This is an optimization exercise on Yosys and OpenROAD, whose aim is a short achievable clock period and few clock cycles, not a production implementation. In this exercise RTL edits were held to simulation tests only and were not proved equivalent to the original. No activity file was given, so power comes from the tool's default toggle rates.

==> flow/design.v <==
	localparam logic [3:0] OP_HALT     = 4'h0;
	localparam logic [3:0] OP_MOV      = 4'h1;
	localparam logic [3:0] OP_MOVNZ    = 4'h2;
	localparam logic [3:0] OP_MOVEZ    = 4'h3;
	localparam logic [3:0] OP_BUS      = 4'h4;
	localparam logic [3:0] OP_MEMR     = 4'h5;
	localparam logic [3:0] OP_SET      = 4'h6;
	localparam logic [3:0] OP_MEMW     = 4'h7;
	localparam logic [3:0] OP_AND      = 4'h8;
	localparam logic [3:0] OP_OR       = 4'h9;
	localparam logic [3:0] OP_XOR      = 4'hA;
	localparam logic [3:0] OP_ADD      = 4'hB;
	localparam logic [3:0] OP_SHFT     = 4'hC;
	localparam logic [3:0] OP_MUL      = 4'hD;
	localparam logic [3:0] OP_GT       = 4'hE;
	localparam logic [3:0] OP_EQ       = 4'hF;
	localparam int OP_FIELD_LSB   = 0;
	localparam int FROM_FIELD_LSB = 4;
	localparam int TO_FIELD_LSB   = 8;
	localparam int COND_FIELD_LSB = 12;
	localparam int NUM_REGS = 16;
	localparam logic [15:0] TRUE_WORD = 16'hFFFF;
	localparam int SHIFT_AMOUNT_BITS = 8;
	localparam logic [2:0] ST_FETCH     = 3'd0;
	localparam logic [2:0] ST_SET_FETCH = 3'd1;
	localparam logic [2:0] ST_DECODE    = 3'd2;
	localparam logic [2:0] ST_EXECUTE   = 3'd3;
	localparam logic [2:0] ST_WRITEBACK = 3'd4;
	localparam logic [2:0] ST_HALTED    = 3'd5;
`default_nettype none
module four_phase_requester #(
	parameter int PAYLOAD_W  = 1,
	parameter int RESPONSE_W = 1
) (
	input  logic                  clk,
	input  logic                  mem_read_ready_stor_reset,
	input  logic                  start,
	input  logic [PAYLOAD_W-1:0]  payload,
	output logic                  req,
	output logic [PAYLOAD_W-1:0]  req_payload,
	input  logic                  ack,
	input  logic [RESPONSE_W-1:0] ack_response,
	output logic                  done,
	output logic [RESPONSE_W-1:0] response
);
	logic busy;
	always_ff @(posedge clk) begin
		if (mem_read_ready_stor_reset) begin
			busy <= 1'b0;
			req <= 1'b0;
			done <= 1'b0;
		end else begin
			done <= 1'b0;
			if (!busy) begin
				if (start) begin
					busy <= 1'b1;
					req <= 1'b1;
				end
			end else if (req) begin
				if (ack) begin
					req <= 1'b0;
				end
			end else if (!ack) begin
				busy <= 1'b0;
				done <= 1'b1;
			end
		end
	end
	always_ff @(posedge clk) begin
		if (start && !busy) begin
			req_payload <= payload;
		end
		if (req && ack) begin
			response <= ack_response;
		end
	end
endmodule
`default_nettype wire
`default_nettype none
module instr_sequencer (
	input  logic        clk,
	input  logic        mem_read_ready_stor_reset,
	output logic        fetch_req,
	output logic [15:0] fetch_addr,
	input  logic        fetch_ack,
	input  logic [15:0] fetch_data,
	output logic        exec_start,
	output logic [3:0]  op,
	output logic [3:0]  from_sel,
	output logic [3:0]  to_sel,
	output logic [3:0]  cond_sel,
	output logic [15:0] set_value,
	input  logic        exec_done,
	output logic        halted
);
	localparam logic [3:0] OP_HALT     = 4'h0;
	localparam logic [3:0] OP_MOV      = 4'h1;
	localparam logic [3:0] OP_MOVNZ    = 4'h2;
	localparam logic [3:0] OP_MOVEZ    = 4'h3;
	localparam logic [3:0] OP_BUS      = 4'h4;
	localparam logic [3:0] OP_MEMR     = 4'h5;
	localparam logic [3:0] OP_SET      = 4'h6;
	localparam logic [3:0] OP_MEMW     = 4'h7;
	localparam logic [3:0] OP_AND      = 4'h8;
	localparam logic [3:0] OP_OR       = 4'h9;
	localparam logic [3:0] OP_XOR      = 4'hA;
	localparam logic [3:0] OP_ADD      = 4'hB;
	localparam logic [3:0] OP_SHFT     = 4'hC;
	localparam logic [3:0] OP_MUL      = 4'hD;
	localparam logic [3:0] OP_GT       = 4'hE;
	localparam logic [3:0] OP_EQ       = 4'hF;
	localparam int OP_FIELD_LSB   = 0;
	localparam int FROM_FIELD_LSB = 4;
	localparam int TO_FIELD_LSB   = 8;
	localparam int COND_FIELD_LSB = 12;
	localparam int NUM_REGS = 16;
	localparam logic [15:0] TRUE_WORD = 16'hFFFF;
	localparam int SHIFT_AMOUNT_BITS = 8;
	localparam logic [2:0] ST_FETCH     = 3'd0;
	localparam logic [2:0] ST_SET_FETCH = 3'd1;
	localparam logic [2:0] ST_DECODE    = 3'd2;
	localparam logic [2:0] ST_EXECUTE   = 3'd3;
	localparam logic [2:0] ST_WRITEBACK = 3'd4;
	localparam logic [2:0] ST_HALTED    = 3'd5;
	logic [2:0]  state;
	logic [15:0] pc;
	logic [15:0] ir;
	logic        fetch_issued;
	logic        fetch_start;
	logic        fetch_done;
	logic [15:0] fetch_payload;
	logic [15:0] fetch_word;
	logic        stop_op;
	assign op       = ir[OP_FIELD_LSB +: 4];
	assign from_sel = ir[FROM_FIELD_LSB +: 4];
	assign to_sel   = ir[TO_FIELD_LSB +: 4];
	assign cond_sel = ir[COND_FIELD_LSB +: 4];
	assign stop_op = (op == OP_HALT) || (op == OP_BUS);
	assign fetch_start = !fetch_issued &&
		((state == ST_FETCH) || (state == ST_SET_FETCH));
	assign fetch_payload = (state == ST_SET_FETCH) ? pc + 16'd1 : pc;
	assign exec_start = (state == ST_DECODE) && !stop_op;
	assign halted     = (state == ST_HALTED);
	four_phase_requester #(
		.PAYLOAD_W  (16),
		.RESPONSE_W (16)
	) u_fetch_requester (
		.clk                       (clk),
		.mem_read_ready_stor_reset (mem_read_ready_stor_reset),
		.start                     (fetch_start),
		.payload                   (fetch_payload),
		.req                       (fetch_req),
		.req_payload               (fetch_addr),
		.ack                       (fetch_ack),
		.ack_response              (fetch_data),
		.done                      (fetch_done),
		.response                  (fetch_word)
	);
	always_ff @(posedge clk) begin
		if (mem_read_ready_stor_reset) begin
			state <= ST_FETCH;
			pc <= '0;
			fetch_issued <= 1'b0;
		end else begin
			if (fetch_start) begin
				fetch_issued <= 1'b1;
			end else if (fetch_done) begin
				fetch_issued <= 1'b0;
			end
			case (state)
				ST_FETCH: begin
					if (fetch_done) begin
						if (fetch_word[OP_FIELD_LSB +: 4] == OP_SET) begin
							state <= ST_SET_FETCH;
						end else begin
							state <= ST_DECODE;
						end
					end
				end
				ST_SET_FETCH: begin
					if (fetch_done) begin
						state <= ST_DECODE;
					end
				end
				ST_DECODE: begin
					state <= stop_op ? ST_HALTED : ST_EXECUTE;
				end
				ST_EXECUTE: begin
					if (exec_done) begin
						state <= ST_WRITEBACK;
					end
				end
				ST_WRITEBACK: begin
					pc <= (op == OP_SET) ? pc + 16'd2 : pc + 16'd1;
					state <= ST_FETCH;
				end
				ST_HALTED: begin
					state <= ST_HALTED;
				end
				default: state <= ST_FETCH;
			endcase
		end
	end
	always_ff @(posedge clk) begin
		if (fetch_done && state == ST_FETCH) begin
			ir <= fetch_word;
		end
		if (fetch_done && state == ST_SET_FETCH) begin
			set_value <= fetch_word;
		end
	end
endmodule
`default_nettype wire
`default_nettype none
module execute_unit (
	input  logic        clk,
	input  logic        mem_read_ready_stor_reset,
	input  logic        exec_start,
	input  logic [3:0]  op,
	input  logic [15:0] set_value,
	input  logic [15:0] operand_a,
	input  logic [15:0] operand_b,
	output logic        mem_req,
	output logic        mem_we,
	output logic [15:0] mem_addr,
	output logic [15:0] mem_wdata,
	input  logic        mem_ack,
	input  logic [15:0] mem_rdata,
	output logic        exec_done,
	output logic        wb_en,
	output logic [15:0] wb_data
);
	localparam logic [3:0] OP_HALT     = 4'h0;
	localparam logic [3:0] OP_MOV      = 4'h1;
	localparam logic [3:0] OP_MOVNZ    = 4'h2;
	localparam logic [3:0] OP_MOVEZ    = 4'h3;
	localparam logic [3:0] OP_BUS      = 4'h4;
	localparam logic [3:0] OP_MEMR     = 4'h5;
	localparam logic [3:0] OP_SET      = 4'h6;
	localparam logic [3:0] OP_MEMW     = 4'h7;
	localparam logic [3:0] OP_AND      = 4'h8;
	localparam logic [3:0] OP_OR       = 4'h9;
	localparam logic [3:0] OP_XOR      = 4'hA;
	localparam logic [3:0] OP_ADD      = 4'hB;
	localparam logic [3:0] OP_SHFT     = 4'hC;
	localparam logic [3:0] OP_MUL      = 4'hD;
	localparam logic [3:0] OP_GT       = 4'hE;
	localparam logic [3:0] OP_EQ       = 4'hF;
	localparam int OP_FIELD_LSB   = 0;
	localparam int FROM_FIELD_LSB = 4;
	localparam int TO_FIELD_LSB   = 8;
	localparam int COND_FIELD_LSB = 12;
	localparam int NUM_REGS = 16;
	localparam logic [15:0] TRUE_WORD = 16'hFFFF;
	localparam int SHIFT_AMOUNT_BITS = 8;
	localparam logic [2:0] ST_FETCH     = 3'd0;
	localparam logic [2:0] ST_SET_FETCH = 3'd1;
	localparam logic [2:0] ST_DECODE    = 3'd2;
	localparam logic [2:0] ST_EXECUTE   = 3'd3;
	localparam logic [2:0] ST_WRITEBACK = 3'd4;
	localparam logic [2:0] ST_HALTED    = 3'd5;
	logic [15:0] alu_result;
	logic        move_taken;
	logic        is_mem_op;
	logic        reg_op_start;
	logic        mem_start;
	logic        mem_done;
	logic [32:0] mem_payload;
	logic [32:0] mem_out;
	logic [15:0] mem_response;
	assign is_mem_op    = (op == OP_MEMR) || (op == OP_MEMW);
	assign reg_op_start = exec_start && !is_mem_op;
	assign mem_start    = exec_start && is_mem_op;
	assign mem_payload = {(op == OP_MEMW), operand_a, operand_b};
	assign mem_we    = mem_out[32];
	assign mem_addr  = mem_out[31:16];
	assign mem_wdata = mem_out[15:0];
	four_phase_requester #(
		.PAYLOAD_W  (33),
		.RESPONSE_W (16)
	) u_mem_requester (
		.clk                       (clk),
		.mem_read_ready_stor_reset (mem_read_ready_stor_reset),
		.start                     (mem_start),
		.payload                   (mem_payload),
		.req                       (mem_req),
		.req_payload               (mem_out),
		.ack                       (mem_ack),
		.ack_response              (mem_rdata),
		.done                      (mem_done),
		.response                  (mem_response)
	);
	always_comb begin
		case (op)
			OP_MOVNZ: move_taken = |operand_b;
			OP_MOVEZ: move_taken = ~|operand_b;
			default:  move_taken = 1'b1;
		endcase
	end
	always_comb begin
		case (op)
			OP_SET: alu_result = set_value;
			OP_AND: alu_result = operand_a & operand_b;
			OP_OR:  alu_result = operand_a | operand_b;
			OP_XOR: alu_result = operand_a ^ operand_b;
			OP_ADD: alu_result = operand_a + operand_b;
			OP_MUL: alu_result = operand_a * operand_b;
			OP_GT:  alu_result = (operand_a > operand_b) ? TRUE_WORD : '0;
			OP_EQ:  alu_result = (operand_a == operand_b) ? TRUE_WORD : '0;
			OP_SHFT: begin
				if (|operand_b[15:SHIFT_AMOUNT_BITS]) begin
					alu_result = operand_a << operand_b[SHIFT_AMOUNT_BITS-1:0];
				end else begin
					alu_result = operand_a >> operand_b[SHIFT_AMOUNT_BITS-1:0];
				end
			end
			default: alu_result = operand_a;
		endcase
	end
	always_ff @(posedge clk) begin
		if (mem_read_ready_stor_reset) begin
			exec_done <= 1'b0;
			wb_en <= 1'b0;
		end else begin
			exec_done <= reg_op_start || mem_done;
			if (reg_op_start) begin
				wb_en <= move_taken;
			end else if (mem_done) begin
				wb_en <= (op == OP_MEMR);
			end
		end
	end
	always_ff @(posedge clk) begin
		if (reg_op_start) begin
			wb_data <= alu_result;
		end else if (mem_done) begin
			wb_data <= mem_response;
		end
	end
endmodule
`default_nettype wire
`default_nettype none
module register_file (
	input  logic        clk,
	input  logic        mem_read_ready_stor_reset,
	input  logic [3:0]  read_a_sel,
	input  logic [3:0]  read_b_sel,
	output logic [15:0] read_a,
	output logic [15:0] read_b,
	input  logic        write_en,
	input  logic [3:0]  write_sel,
	input  logic [15:0] write_data
);
	localparam logic [3:0] OP_HALT     = 4'h0;
	localparam logic [3:0] OP_MOV      = 4'h1;
	localparam logic [3:0] OP_MOVNZ    = 4'h2;
	localparam logic [3:0] OP_MOVEZ    = 4'h3;
	localparam logic [3:0] OP_BUS      = 4'h4;
	localparam logic [3:0] OP_MEMR     = 4'h5;
	localparam logic [3:0] OP_SET      = 4'h6;
	localparam logic [3:0] OP_MEMW     = 4'h7;
	localparam logic [3:0] OP_AND      = 4'h8;
	localparam logic [3:0] OP_OR       = 4'h9;
	localparam logic [3:0] OP_XOR      = 4'hA;
	localparam logic [3:0] OP_ADD      = 4'hB;
	localparam logic [3:0] OP_SHFT     = 4'hC;
	localparam logic [3:0] OP_MUL      = 4'hD;
	localparam logic [3:0] OP_GT       = 4'hE;
	localparam logic [3:0] OP_EQ       = 4'hF;
	localparam int OP_FIELD_LSB   = 0;
	localparam int FROM_FIELD_LSB = 4;
	localparam int TO_FIELD_LSB   = 8;
	localparam int COND_FIELD_LSB = 12;
	localparam int NUM_REGS = 16;
	localparam logic [15:0] TRUE_WORD = 16'hFFFF;
	localparam int SHIFT_AMOUNT_BITS = 8;
	localparam logic [2:0] ST_FETCH     = 3'd0;
	localparam logic [2:0] ST_SET_FETCH = 3'd1;
	localparam logic [2:0] ST_DECODE    = 3'd2;
	localparam logic [2:0] ST_EXECUTE   = 3'd3;
	localparam logic [2:0] ST_WRITEBACK = 3'd4;
	localparam logic [2:0] ST_HALTED    = 3'd5;
	logic [15:0] regs [NUM_REGS];
	assign read_a = regs[read_a_sel];
	assign read_b = regs[read_b_sel];
	always_ff @(posedge clk) begin
		if (mem_read_ready_stor_reset) begin
			for (int i = 0; i < NUM_REGS; i++) begin
				regs[i] <= '0;
			end
		end else if (write_en) begin
			regs[write_sel] <= write_data;
		end
	end
endmodule
`default_nettype wire
`default_nettype none
module cpu_top (
	input  logic        clk,
	input  logic        mem_read_ready_stor_reset,
	output logic        fetch_req,
	output logic [15:0] fetch_addr,
	input  logic        fetch_ack,
	input  logic [15:0] fetch_data,
	output logic        mem_req,
	output logic        mem_we,
	output logic [15:0] mem_addr,
	output logic [15:0] mem_wdata,
	input  logic        mem_ack,
	input  logic [15:0] mem_rdata,
	output logic        halted
);
	logic         exec_start;
	logic         exec_done;
	logic [3:0]   op;
	logic [3:0]   from_sel;
	logic [3:0]   to_sel;
	logic [3:0]   cond_sel;
	logic [15:0]  set_value;
	logic [15:0]  operand_a;
	logic [15:0]  operand_b;
	logic         wb_en;
	logic [15:0]  wb_data;
	logic         reg_write_en;
	assign reg_write_en = wb_en && exec_done;
	instr_sequencer u_instr_sequencer (
		.clk                       (clk),
		.mem_read_ready_stor_reset (mem_read_ready_stor_reset),
		.fetch_req                 (fetch_req),
		.fetch_addr                (fetch_addr),
		.fetch_ack                 (fetch_ack),
		.fetch_data                (fetch_data),
		.exec_start                (exec_start),
		.op                        (op),
		.from_sel                  (from_sel),
		.to_sel                    (to_sel),
		.cond_sel                  (cond_sel),
		.set_value                 (set_value),
		.exec_done                 (exec_done),
		.halted                    (halted)
	);
	execute_unit u_execute_unit (
		.clk                       (clk),
		.mem_read_ready_stor_reset (mem_read_ready_stor_reset),
		.exec_start                (exec_start),
		.op                        (op),
		.set_value                 (set_value),
		.operand_a                 (operand_a),
		.operand_b                 (operand_b),
		.mem_req                   (mem_req),
		.mem_we                    (mem_we),
		.mem_addr                  (mem_addr),
		.mem_wdata                 (mem_wdata),
		.mem_ack                   (mem_ack),
		.mem_rdata                 (mem_rdata),
		.exec_done                 (exec_done),
		.wb_en                     (wb_en),
		.wb_data                   (wb_data)
	);
	register_file u_register_file (
		.clk                       (clk),
		.mem_read_ready_stor_reset (mem_read_ready_stor_reset),
		.read_a_sel                (from_sel),
		.read_b_sel                (cond_sel),
		.read_a                    (operand_a),
		.read_b                    (operand_b),
		.write_en                  (reg_write_en),
		.write_sel                 (to_sel),
		.write_data                (wb_data)
	);
endmodule
`default_nettype wire
==> flow/run.sh <==
#!/bin/bash
# synth_recipe.tcl (not shown) runs the flow's synth.tcl, then flattens the netlist and writes it again
# the make line also repeats each setting of config.mk as NAME=value (left out here)
make -C /OpenROAD-flow-scripts/flow DESIGN_CONFIG=/design/flow/config.mk WORK_HOME=/design/flow/orfs CLKGATE_MAP_FILE= SYNTH_SCRIPT=/design/flow/synth_recipe.tcl finish
==> flow/config.mk <==
export PLATFORM = sky130hd
export DESIGN_NAME = cpu_top
export DESIGN_NICKNAME = cpu_top
export VERILOG_FILES = /design/flow/design.v
export SDC_FILE = /design/flow/constraint.sdc
export NUM_CORES = 4
export LEC_CHECK = 0
export CAP_MARGIN = 20
export CORE_MARGIN = 2
export CORE_UTILIZATION = 40
export SLEW_MARGIN = 20
==> flow/constraint.sdc <==
create_clock -name core_clock -period 7.5 [get_ports {clk}]
set_input_delay 1.5000 -clock core_clock [delete_from_list [all_inputs] [get_ports {clk}]]
set_output_delay 1.5000 -clock core_clock [all_outputs]
set_load 0.01 [all_outputs]
==> summary.txt <==
Logic synthesis:
- Counting flops with an async set or reset pin after synthesis yields a share of 0%.
- Summing the areas of all compound-gate instances in the mapped netlist gives 7.25% of the synthesized area.
- The mux cell area share after synthesis is 13.8%.
- Dividing the synthesized area by the synthesized cell count gives 12.0 um2.
- Counting every net in the synthesized netlist gives approximately 2,400.
- Of the total synthesized cell area, the portion taken by full adders, half adders and majority gates is 10.8%.
- Synthesis instantiated 80 different standard cells from the library.
- The mapped netlist covers 26,500 um2.
- The number of enable-type register cells in the synthesized netlist is between 300 and 400.
- After Yosys synthesis, XOR and XNOR cells account for 2.60% of the synthesized area.
- The post-synthesis sequential element count is 421.
- By area, the combinational part of the netlist is dominated by simple AND/OR/NAND/NOR gates.
- The register area share after synthesis is 46.3%.
- Yosys printed 5 warnings.
- The fraction of the mapped netlist area in simple logic gates is 14.4%.
- The cell count after synthesis came out at 2,204.
- The most used flip-flop cell after synthesis is sky130_fd_sc_hd__edfxtp_1.

Floorplan:
- The floorplan step defined a core boundary enclosing 65,700 um2.
- The horizontal die dimension is 261 um.
- The floorplan row count is 94.
- The vertical die dimension is 261 um.
- The die covers 68,400 um2.
- The initial core utilization is 40.3%.
- The total I/O pin count is 88.

Placement:
- The post-placement cell count is 3,130.
- At the end of routability-driven placement, the weighted congestion stood at 1.01.
- The HPWL after detailed placement is 65,600 um.
- The pre-CTS setup slack is about 0.16 ns.
- The area of placed instances is 28,900 um2.
- Port buffering added 87 buffers.

Cells and area:
- Cells with a size suffix above 1 make up 17.0% of the layout.
- The net count of the finished layout is 2,545.
- The finished cells cover 30,600 um2.
- Once layout is complete, the utilization of the core stands at between 40% and 50%.
- Relative to the synthesized area, the layout overhead comes to 15.3%.
- The repair_antennas step left the layout with diodes totalling 0.
- After the flow finishes, the layout carries non-filler instances totaling 3,228.

Critical path:
- The data required time of the critical path is 7.84 ns.
- In this run the worst setup path terminates at u_execute_unit.wb_data[15]$_DFFE_PP_.
- The startpoint type of the worst setup path is a flop.
- The worst flop-to-flop path endpoint is u_execute_unit.wb_data[15]$_DFFE_PP_.
- STA classifies the critical path endpoint as a flop.
- Along the worst path, the maximum fanout reaches 5.
- The internal reg-to-reg setup slack is between 0.2 and 0.25 ns.
- The depth of the most critical reg-to-reg path is 25.
- The type of the worst setup path is reg2reg.
- At the worst endpoint, the arrival time is 7.60 ns.

Outcome:
- The run finished with no timing, DRC or antenna violations.

Detailed routing:
- In the routed design, unresolved DRC markers number 0.
- In the routed layout, each cell is associated on average with a via count of 5.97.
- The first detailed-routing pass took 8 iterations.
- After detailed routing, the total wire length is ~93,000 um.
- After detailed routing, the average wire length per cell comes to 28.9 um.
- The number of DRC markers in iteration 0 is 2,264.
- Once detail routing completed, the nets flagged for antenna violations numbered 0.
- The number of vias in the routed layout is 19,279.

Global routing:
- The number of antenna violations at the first check in global routing is 3.
- The overall track demand over capacity in global routing is 27.2%.
- The maximum number of pins on one net before global-route repair is between 50 and 60.
- The global route total overflow is 0.
- The first global-routing pass estimated 133,000 um of wire.
- The via count of the first global-routing pass came to 18,979.

STA:
- The final number of hold-violating endpoints is 0.
- The post-route fraction of the period consumed by the critical path is 96.8%.
- For this run, the top clock speed supported by timing is 138 MHz.
- Setup repair after global routing left no endpoint under its margin.
- At the pin with the least slew margin, the transition time is 1.08 ns.
- The tightest slew margin relative to the limit is 27.9%.
- Final hold analysis gives a worst-case slack of between 0.4 and 0.5 ns.
- The setup slack after layout is 0.244 ns.
- The setup skew after layout is 0.0333 ns.
- The time the final worst path needs with I/O delays and setup is a little over 7 ns.
- For the final routed database, the setup TNS stands at 0 ns.
- The final max-slew violation count is 0.
- The number of setup violations in the final report is 0.

Worst hold path:
- The min-delay analysis places its worst path in the category reg2reg.

CTS:
- The number of hold-repair buffers added at the cts stage is 0.
- In this run, CTS created clock tree buffers numbering 47.
- Clock-pin slew was measured on the worst setup and hold paths at 0.06 ns.
- The cell at the root of the clock tree is sky130_fd_sc_hd__clkbuf_16.
- For this design, the sink count on the clock tree is 421.
- The clock passes through at most 3 buffers.
- The maximum level of the CTS H-tree is 2.
- TritonCTS built the clock tree.
- Clock latency on the worst-skew pair, taken at its later pin, is 0.62 ns.

Run:
- The tool flagged a number of max-cap violations equal to 0.

Pwr:
- The total chip power is 7.15 mW.
- The largest vdd supply drop is ~0.16 mV.
- The cell leakage power is 11.7 nW.
- In this run the power density over the cells is 234 nW/um2.
logic make-up after synthesis:
group / count (synthesis)
compound gates: 285
xor+xnor: 74
fa+ha+maj: 180
buf+inv: 306
flops: 421
mux: 183
simple gates: 755
cell usage after synthesis, types with 27 or more instances:
| master | instances | area, um2 |
|---|---|---|
| sky130_fd_sc_hd__nand2_1 | 160 | 601 |
| sky130_fd_sc_hd__o21ai_0 | 54 | 270 |
| sky130_fd_sc_hd__nor3_1 | 27 | 135 |
| sky130_fd_sc_hd__nand3_1 | 29 | 145 |
| sky130_fd_sc_hd__xnor2_1 | 48 | 420 |
| sky130_fd_sc_hd__a21oi_1 | 67 | 335 |
| sky130_fd_sc_hd__nor2_1 | 183 | 687 |
| sky130_fd_sc_hd__fa_1 | 81 | 1620 |
| sky130_fd_sc_hd__clkbuf_1 | 81 | 304 |
| sky130_fd_sc_hd__mux4_2 | 124 | 2790 |
| sky130_fd_sc_hd__inv_1 | 166 | 623 |
| sky130_fd_sc_hd__a22oi_1 | 28 | 210 |
| sky130_fd_sc_hd__ha_1 | 99 | 1240 |
| sky130_fd_sc_hd__edfxtp_1 | 385 | 11600 |
| sky130_fd_sc_hd__dfxtp_1 | 36 | 721 |
| sky130_fd_sc_hd__and2_1 | 268 | 1680 |
registers in the layout, indices dropped and copies added, names as in the netlist, named ones only:
name	flops
u_instr_sequencer.ir	16
u_execute_unit.u_mem_requester.req	1
u_register_file.regs	256
u_instr_sequencer.u_fetch_requester.busy	1
u_execute_unit.wb_en	1
u_execute_unit.wb_data	16
u_execute_unit.u_mem_requester.done	1
u_instr_sequencer.u_fetch_requester.req_payload	16
u_instr_sequencer.u_fetch_requester.response	16
u_instr_sequencer.pc	16
u_instr_sequencer.state	3
u_instr_sequencer.set_value	16
u_execute_unit.exec_done	1
u_execute_unit.u_mem_requester.busy	1
u_instr_sequencer.u_fetch_requester.req	1
u_execute_unit.u_mem_requester.response	16
u_execute_unit.u_mem_requester.req_payload	33
u_instr_sequencer.fetch_issued	1
u_instr_sequencer.u_fetch_requester.done	1
layer usage:
metal	up-vias	share of wire [%]	routed length, um	GRT usage, %
met5	-	0.014	13	0
met4	2	4.1	3800	10.2
met1	9832	40	37600	37.1
li1	8167	-	-	-
met2	1087	46	43000	43.1
met3	191	9.5	8840	5.33
worst min-delay path by stage:
| stage | from | end | slack (ns) | cells after the start |
|---|---|---|---|---|
| 4_1_cts | u_instr_sequencer.u_fetch_requester.response[9]$_DFFE_PP_ | u_instr_sequencer.ir[9]$_DFFE_PP_ | 0.47 | 0 |
| 2_1_floorplan | u_instr_sequencer.u_fetch_requester.response[10]$_DFFE_PP_ | u_instr_sequencer.ir[10]$_DFFE_PP_ | 0.42 | 0 |
| 3_5_place_dp | u_instr_sequencer.u_fetch_requester.response[9]$_DFFE_PP_ | u_instr_sequencer.set_value[9]$_DFFE_PP_ | 0.44 | 0 |
| 6_report | u_instr_sequencer.u_fetch_requester.response[9]$_DFFE_PP_ | u_instr_sequencer.set_value[9]$_DFFE_PP_ | 0.46 | 0 |
| 3_3_place_gp | u_instr_sequencer.u_fetch_requester.response[9]$_DFFE_PP_ | u_instr_sequencer.set_value[9]$_DFFE_PP_ | 0.45 | 0 |
| 5_1_grt | u_instr_sequencer.ir[14]$_DFFE_PP_ | flop | 0.48 | 1 |
cell usage in the layout (no fill, tap or decap), types with 7 or more instances in the layout:
| master | count |
|---|---|
| sky130_fd_sc_hd__ha_1 | 99 |
| sky130_fd_sc_hd__o21ai_0 | 54 |
| sky130_fd_sc_hd__mux4_2 | 124 |
| sky130_fd_sc_hd__mux2i_1 | 26 |
| sky130_fd_sc_hd__clkinv_1 | 12 |
| sky130_fd_sc_hd__nor2_1 | 173 |
| sky130_fd_sc_hd__nand2_1 | 160 |
| sky130_fd_sc_hd__and3_1 | 14 |
| sky130_fd_sc_hd__clkbuf_1 | 11 |
| sky130_fd_sc_hd__xnor2_1 | 48 |
| sky130_fd_sc_hd__nand2b_1 | 10 |
| sky130_fd_sc_hd__clkbuf_16 | 49 |
| sky130_fd_sc_hd__o211ai_1 | 8 |
| sky130_fd_sc_hd__a211oi_1 | 10 |
| sky130_fd_sc_hd__o21bai_1 | 10 |
| sky130_fd_sc_hd__buf_4 | 111 |
| sky130_fd_sc_hd__fa_1 | 81 |
| sky130_fd_sc_hd__a22oi_1 | 26 |
| sky130_fd_sc_hd__inv_1 | 164 |
| sky130_fd_sc_hd__a31oi_1 | 9 |
| sky130_fd_sc_hd__mux4_1 | 15 |
| sky130_fd_sc_hd__clkdlybuf4s50_1 | 87 |
| sky130_fd_sc_hd__or3_1 | 11 |
| sky130_fd_sc_hd__o22ai_1 | 12 |
| sky130_fd_sc_hd__edfxtp_1 | 385 |
| sky130_fd_sc_hd__nor2b_1 | 8 |
| sky130_fd_sc_hd__a22o_1 | 7 |
| sky130_fd_sc_hd__a21oi_1 | 66 |
| sky130_fd_sc_hd__mux2_2 | 17 |
| sky130_fd_sc_hd__and2_1 | 266 |
| sky130_fd_sc_hd__nand3_1 | 29 |
| sky130_fd_sc_hd__or2_2 | 26 |
| sky130_fd_sc_hd__nor2_2 | 10 |
| sky130_fd_sc_hd__xor2_1 | 22 |
| sky130_fd_sc_hd__nor3_1 | 21 |
| sky130_fd_sc_hd__dfxtp_1 | 32 |
power by group:
part	total (mW)	switching [mW]	internal, mW	leakage (nW)
registers	2.69	0.0553	2.64	4.12
logic	2.19	1.32	0.868	6.87
clock network	2.27	0.999	1.27	0.722
worst max-delay path, stage by stage, from the launching register on:
cell	delay, ns
sky130_fd_sc_hd__dfxtp_2	0.41
sky130_fd_sc_hd__mux4_2	0.52
sky130_fd_sc_hd__mux2i_1	0.50
sky130_fd_sc_hd__nor2_1	0.10
sky130_fd_sc_hd__a21oi_2	0.18
sky130_fd_sc_hd__inv_1	0.19
sky130_fd_sc_hd__ha_1	0.30
sky130_fd_sc_hd__fa_1	0.50
sky130_fd_sc_hd__inv_1	0.05
sky130_fd_sc_hd__fa_1	0.47
sky130_fd_sc_hd__inv_1	0.05
sky130_fd_sc_hd__fa_1	0.48
sky130_fd_sc_hd__fa_1	0.53
sky130_fd_sc_hd__fa_1	0.49
sky130_fd_sc_hd__inv_1	0.05
sky130_fd_sc_hd__fa_1	0.47
sky130_fd_sc_hd__inv_1	0.04
sky130_fd_sc_hd__ha_1	0.34
sky130_fd_sc_hd__nand3_1	0.09
sky130_fd_sc_hd__nand2_1	0.05
sky130_fd_sc_hd__a41o_1	0.23
sky130_fd_sc_hd__o41ai_1	0.24
sky130_fd_sc_hd__buf_4	0.17
sky130_fd_sc_hd__xnor2_1	0.08
sky130_fd_sc_hd__a2111oi_1	0.33
sky130_fd_sc_hd__a21oi_1	0.13
area by class of cell:
class | instances | area, um2
clock buffer | 62 | 1270
clock inverter | 22 | 210
fill | 5905 | 35200
inverter | 170 | 642
multi-input combinational | 1477 | 13100
sequential | 421 | 12300
tap | 864 | 1080
timing repair buffer | 212 | 1970
timing repair:
action | CTS | global route
endpoints found under the setup margin | 0 | 3
gates resized for setup | 0 | 17
buffers inserted | 0 | 12
Testbench counts, summed over its fixed seeds: cycles 126,160.

[re-timing with driven ports]
Ports are ideal in the flow. The routed layout listed here was re-timed in OpenROAD. Step 1 sets driving cells, clkbuf_16 on the clock port and buf_2 on the other inputs (assumed; they add their load-dependent delay and slew). Step 2 times the ports against the registers' clock, not the clock port: input delays grow and output delays shrink by t, the midpoint of the rising clock arrivals with the driver on. Slacks: ideal / step 1 / step 2; pairs: ideal / step 1.
t, ns: 0.659
setup slack, ns: 0.244 / 0.244 / 0.244
hold WS [ns]: 0.457 / 0.457 / 0.457
worst register clock-pin slew, ns: 0.06 / 0.06
After both steps setup and hold are still met in this run. The setup slack of this run moves by 0.000 ns with the drivers and by 0.000 ns with both steps.
